What follows belongs to an exercise in optimizing a design on an open flow for small area and a short achievable clock period; a production flow would make more cautious choices. Function was checked by simulation only, so behaviour that the tests miss may differ from the original. Power is estimated from default activity; no workload was simulated.

==> flow/design.v <==
`timescale 1ns / 1ps
package dq_pkg;
  localparam int DEPTH_DEF      = 16;
  localparam int DATA_WIDTH_DEF = 32;
  localparam int CNT_W_DEF      = $clog2(DEPTH_DEF + 1);
endpackage
`timescale 1ns / 1ps
module double_ended_queue #(
  parameter int DEPTH      = dq_pkg::DEPTH_DEF,
  parameter int DATA_WIDTH = dq_pkg::DATA_WIDTH_DEF,
  parameter int CNT_W      = $clog2(DEPTH + 1)
) (
  input  logic                  clk,
  input  logic                  rst,
  input  logic                  req_valid,
  output logic                  req_ready,
  input  logic [1:0]            req_mode,
  input  logic [DATA_WIDTH-1:0] req_item_value,
  output logic                  rsp_valid,
  input  logic                  rsp_ready,
  output logic [DATA_WIDTH-1:0] rsp_popped_value,
  output logic [1:0]            rsp_status,
  output logic [CNT_W-1:0]      rsp_occupancy
);
  logic [DATA_WIDTH-1:0] mem [DEPTH];
  logic [DEPTH-1:0]      head;      
  logic [DEPTH-1:0]      tail;      
  logic [DEPTH-1:0]      head_m1;   
  logic [DEPTH-1:0]      tail_m1;   
  logic [CNT_W-1:0]      count;
  logic                  empty;
  logic fire, full, push, pop, do_push, do_pop;
  logic [CNT_W-1:0]      count_inc, count_dec;
  logic                  at_one;
  logic [DEPTH-1:0]      rd_sel;
  logic [DATA_WIDTH-1:0] rd_word;
  assign req_ready     = !rsp_valid || rsp_ready;
  assign fire          = req_valid && req_ready;
  assign full          = count[CNT_W-1];
  assign push          = !req_mode[1];
  assign pop           = req_mode[1];
  assign do_push       = fire && push && !full;
  assign do_pop        = fire && pop && !empty;
  assign rsp_occupancy = count;
  assign count_inc = count + 1'b1;
  assign count_dec = count - 1'b1;
  assign at_one    = (count == CNT_W'(1));
  assign head_m1 = {head[0], head[DEPTH-1:1]};
  assign tail_m1 = {tail[0], tail[DEPTH-1:1]};
  assign rd_sel = req_mode[0] ? tail_m1 : head;
  always_comb begin
    rd_word = '0;
    for (int i = 0; i < DEPTH; i++) begin
      rd_word = rd_word | ({DATA_WIDTH{rd_sel[i]}} & mem[i]);
    end
  end
  for (genvar i = 0; i < DEPTH; i++) begin : g_word
    logic we;
    assign we = do_push && (req_mode[0] ? tail[i] : head_m1[i]);
    always_ff @(posedge clk) begin
      if (we) mem[i] <= req_item_value;
    end
  end
  always_ff @(posedge clk) begin
    if (rst) begin
      head      <= DEPTH'(1);
      tail      <= DEPTH'(1);
      count     <= '0;
      empty     <= 1'b1;
      rsp_valid <= 1'b0;
    end else begin
      if (do_push) begin
        if (req_mode[0]) tail <= {tail[DEPTH-2:0], tail[DEPTH-1]};
        else             head <= head_m1;
        count <= count_inc;
        empty <= 1'b0;
      end
      if (do_pop) begin
        if (req_mode[0]) tail <= tail_m1;
        else             head <= {head[DEPTH-2:0], head[DEPTH-1]};
        count <= count_dec;
        empty <= at_one;
      end
      if (fire)           rsp_valid <= 1'b1;
      else if (rsp_ready) rsp_valid <= 1'b0;
    end
  end
  always_ff @(posedge clk) begin
    if (fire) begin
      rsp_popped_value <= pop ? (empty ? '1 : rd_word) : '0;
      rsp_status       <= (push && full) ? 2'd2 : ((pop && empty) ? 2'd1 : 2'd0);
    end
  end
endmodule
clock: 3.5 ns
lec_check: 0
cap_margin: 20
core_margin: 2
core_utilization: 62
place_density: 0.72
setup_slack_margin: 1.85
slew_margin: 20
tns_end_percent: 0
standard.sh (not shown) runs the stock make flow with config.mk's settings and CLKGATE_MAP_FILE= SYNTH_SCRIPT=/design/flow/synth_recipe.tcl, a recipe that flattens the netlist after the stock synthesis.
==> flow/flow/run.sh <==
#!/bin/bash
# the standard layout with four changes: the port buffers are plain buf_2
# cells (not delay cells), sizing may swap a cell for one of another
# footprint, the clock tree clusters up to 24 flip-flops per leaf buffer,
# and it adds no dummy loads. every tool's output stays in the orfs/logs
# folder; make's own output goes to standard.log.
set -euo pipefail
CTS="-sink_clustering_enable -repair_clock_nets -buf_list sky130_fd_sc_hd__clkbuf_16"
CTS="$CTS -sink_clustering_size 24 -sink_clustering_max_diameter 80 -dont_use_dummy_load"
bash standard.sh MATCH_CELL_FOOTPRINT=0 "CTS_ARGS=$CTS" \
  "BUFFER_PORTS_ARGS=-buffer_cell sky130_fd_sc_hd__buf_2" finish > standard.log 2>&1
==> next run, changes <==
--- a/flow/design.v
+++ b/flow/design.v
@@ -44,13 +44,16 @@
   assign rsp_occupancy = count;
   assign count_inc = count + 1'b1;
   assign count_dec = count - 1'b1;
   assign at_one    = (count == CNT_W'(1));
   assign head_m1 = {head[0], head[DEPTH-1:1]};
   assign tail_m1 = {tail[0], tail[DEPTH-1:1]};
-  assign rd_sel = req_mode[0] ? tail_m1 : head;
+  logic pop_front_rd, pop_rear_rd;
+  assign pop_front_rd = pop && !req_mode[0] && !empty;
+  assign pop_rear_rd  = pop &&  req_mode[0] && !empty;
+  assign rd_sel = ({DEPTH{pop_rear_rd}} & tail_m1) | ({DEPTH{pop_front_rd}} & head);
   always_comb begin
     rd_word = '0;
     for (int i = 0; i < DEPTH; i++) begin
       rd_word = rd_word | ({DATA_WIDTH{rd_sel[i]}} & mem[i]);
     end
   end
@@ -82,13 +85,15 @@
         empty <= at_one;
       end
       if (fire)           rsp_valid <= 1'b1;
       else if (rsp_ready) rsp_valid <= 1'b0;
     end
   end
+  logic [DATA_WIDTH-1:0] popped_value_next;
+  logic [1:0]            status_next;
+  assign popped_value_next = rd_word | {DATA_WIDTH{pop && empty}};
+  assign status_next       = (push && full) ? 2'd2 : ((pop && empty) ? 2'd1 : 2'd0);
   always_ff @(posedge clk) begin
-    if (fire) begin
-      rsp_popped_value <= pop ? (empty ? '1 : rd_word) : '0;
-      rsp_status       <= (push && full) ? 2'd2 : ((pop && empty) ? 2'd1 : 2'd0);
-    end
+    rsp_popped_value <= fire ? popped_value_next : (rsp_popped_value & {DATA_WIDTH{rsp_valid}});
+    rsp_status       <= fire ? status_next : (rsp_status & {2{rsp_valid}});
   end
 endmodule
Clock-buffer cell count does not change.
Clock power stays flat.
Worst hold slack improved by 0.064 ns.
Non-clock buffer count came out higher by 3.
Synthesized area climbs by about 1.4%.
Total power shrinks by 2.1%.
Flip-flop and latch count stays the same.
Final area hardly moves.
Register-to-register slack gets worse by 0.07 ns.
Fmax came out lower by about 3%.
Clock skew drops by 0.024 ns.
Die area went up by 1.4%.
Sequential power goes down by about 0.6%.

---

Starts from the design.v that is shown in full above.
clock: 3.5 ns
lec_check: 0
cap_margin: 20
core_margin: 2
core_utilization: 55
place_density: 0.65
setup_slack_margin: 1.85
slew_margin: 20
tns_end_percent: 0
==> flow/flow/run.sh <==
#!/bin/bash
# the standard layout with three changes: sizing may swap a cell for one of
# another footprint (so slow port buffers can become fast ones), the clock
# tree clusters up to 24 flip-flops per leaf buffer, and it adds no dummy
# loads. every tool's output stays in the orfs/logs folder; make's own
# output goes to standard.log.
set -euo pipefail
CTS="-sink_clustering_enable -repair_clock_nets -buf_list sky130_fd_sc_hd__clkbuf_16"
CTS="$CTS -sink_clustering_size 24 -sink_clustering_max_diameter 80 -dont_use_dummy_load"
bash standard.sh MATCH_CELL_FOOTPRINT=0 "CTS_ARGS=$CTS" finish > standard.log 2>&1
Rerun with:
--- a/flow/design.v
+++ b/flow/design.v
@@ -48,5 +48,5 @@
   assign head_m1 = {head[0], head[DEPTH-1:1]};
   assign tail_m1 = {tail[0], tail[DEPTH-1:1]};
-  assign rd_sel = req_mode[0] ? tail_m1 : head;
+  assign rd_sel = (pop && !empty) ? (req_mode[0] ? tail_m1 : head) : '0;
   always_comb begin
     rd_word = '0;
@@ -88,5 +88,5 @@
   always_ff @(posedge clk) begin
     if (fire) begin
-      rsp_popped_value <= pop ? (empty ? '1 : rd_word) : '0;
+      rsp_popped_value <= rd_word | {DATA_WIDTH{pop && empty}};
       rsp_status       <= (push && full) ? 2'd2 : ((pop && empty) ? 2'd1 : 2'd0);
     end
What happened: Worst setup slack gets worse by 160 ps. Power stays flat. Cell count rose by 5.8%. Cell area rose by about 1.5%. Clock power fell by about 1%. Global-route usage fell by 0.91 points.

---

// double_ended_queue: RTL as listed in full above, without the edits since
export LEC_CHECK = 0
export CAP_MARGIN = 20
export CORE_MARGIN = 2
export CORE_UTILIZATION = 40
export PLACE_DENSITY = 0.6
export SLEW_MARGIN = 20
create_clock -name core_clock -period 3.5 [get_ports {clk}]
run.sh (not shown) runs the stock make flow with config.mk's settings and CLKGATE_MAP_FILE= SYNTH_SCRIPT=/design/flow/synth_recipe.tcl, a recipe that flattens the netlist after the stock synthesis.
Stock flow here: none of the scripts above is used.
The baseline completed with no timing, DRC or antenna violations.
Then changed:
--- a/flow/design.v
+++ b/flow/design.v
@@ -20,33 +20,29 @@
   input  logic                  rsp_ready,
   output logic [DATA_WIDTH-1:0] rsp_popped_value,
   output logic [1:0]            rsp_status,
   output logic [CNT_W-1:0]      rsp_occupancy
 );
+  localparam logic [CNT_W-1:0] FULL_CNT = CNT_W'(DEPTH);
   logic [DATA_WIDTH-1:0] mem [DEPTH];
   logic [DEPTH-1:0]      head;      
   logic [DEPTH-1:0]      tail;      
   logic [DEPTH-1:0]      head_m1;   
   logic [DEPTH-1:0]      tail_m1;   
   logic [CNT_W-1:0]      count;
-  logic                  empty;
-  logic fire, full, push, pop, do_push, do_pop;
-  logic [CNT_W-1:0]      count_inc, count_dec;
-  logic                  at_one;
+  logic fire, full, empty, push, pop, do_push, do_pop;
   logic [DEPTH-1:0]      rd_sel;
   logic [DATA_WIDTH-1:0] rd_word;
   assign req_ready     = !rsp_valid || rsp_ready;
   assign fire          = req_valid && req_ready;
-  assign full          = count[CNT_W-1];
+  assign full          = (count == FULL_CNT);
+  assign empty         = (count == '0);
   assign push          = !req_mode[1];
   assign pop           = req_mode[1];
   assign do_push       = fire && push && !full;
   assign do_pop        = fire && pop && !empty;
   assign rsp_occupancy = count;
-  assign count_inc = count + 1'b1;
-  assign count_dec = count - 1'b1;
-  assign at_one    = (count == CNT_W'(1));
   assign head_m1 = {head[0], head[DEPTH-1:1]};
   assign tail_m1 = {tail[0], tail[DEPTH-1:1]};
   assign rd_sel = req_mode[0] ? tail_m1 : head;
   always_comb begin
     rd_word = '0;
@@ -64,24 +60,21 @@
   always_ff @(posedge clk) begin
     if (rst) begin
       head      <= DEPTH'(1);
       tail      <= DEPTH'(1);
       count     <= '0;
-      empty     <= 1'b1;
       rsp_valid <= 1'b0;
     end else begin
       if (do_push) begin
         if (req_mode[0]) tail <= {tail[DEPTH-2:0], tail[DEPTH-1]};
         else             head <= head_m1;
-        count <= count_inc;
-        empty <= 1'b0;
+        count <= count + 1'b1;
       end
       if (do_pop) begin
         if (req_mode[0]) tail <= tail_m1;
         else             head <= {head[DEPTH-2:0], head[DEPTH-1]};
-        count <= count_dec;
-        empty <= at_one;
+        count <= count - 1'b1;
       end
       if (fire)           rsp_valid <= 1'b1;
       else if (rsp_ready) rsp_valid <= 1'b0;
     end
   end
What happened:
- routed wire length went up by 1.3%
- flip-flop and latch count falls by 1
- cell area rose by 0.55%
- via count climbs by 1.6%
- power rises by 9.4%
- register-to-register slack got worse by 380 ps
- hold slack gets better by 64 ps
- global-route usage grows by 0.30 points
- clock skew barely changes
- critical path depth went up by 7

-- static timing again, ports no longer ideal --
No port has a modelled driver above. Below, the same layouts with a new extraction and two added sets of constraints.
Step 1 assumes that a clkbuf_16 drives the clock port and a buf_2 every other input.
Step 2 also shifts input and output timing later by t, the mid clock arrival at the registers, as if the neighbouring blocks saw the same clock.
Three values: ideal, step 1, step 2; two values: the first two.
run	t, ns	slack for setup (ns)	worst setup path at the end	pins driven straight from the clock port
the first run of note 1	0.625	1.554 / 1.446 / 0.821	input to register	1
the second run of note 1	0.630	1.497 / 1.497 / 0.876	input to register	1
the first run of note 2	0.641	1.558 / 1.431 / 0.790	input to register	1
the second run of note 2	0.625	1.396 / 1.307 / 0.682	input to register	1
the first run of note 3	0.666	0.848 / 0.812 / 0.356	input to register	1
the second run of note 3	0.657	0.828 / 0.828 / 0.207	input to register	1
After both steps setup and hold are still met in every run listed. The setup slack of the first run of note 2, which loses most, moves by -0.127 ns with the drivers and by -0.768 ns with both steps.
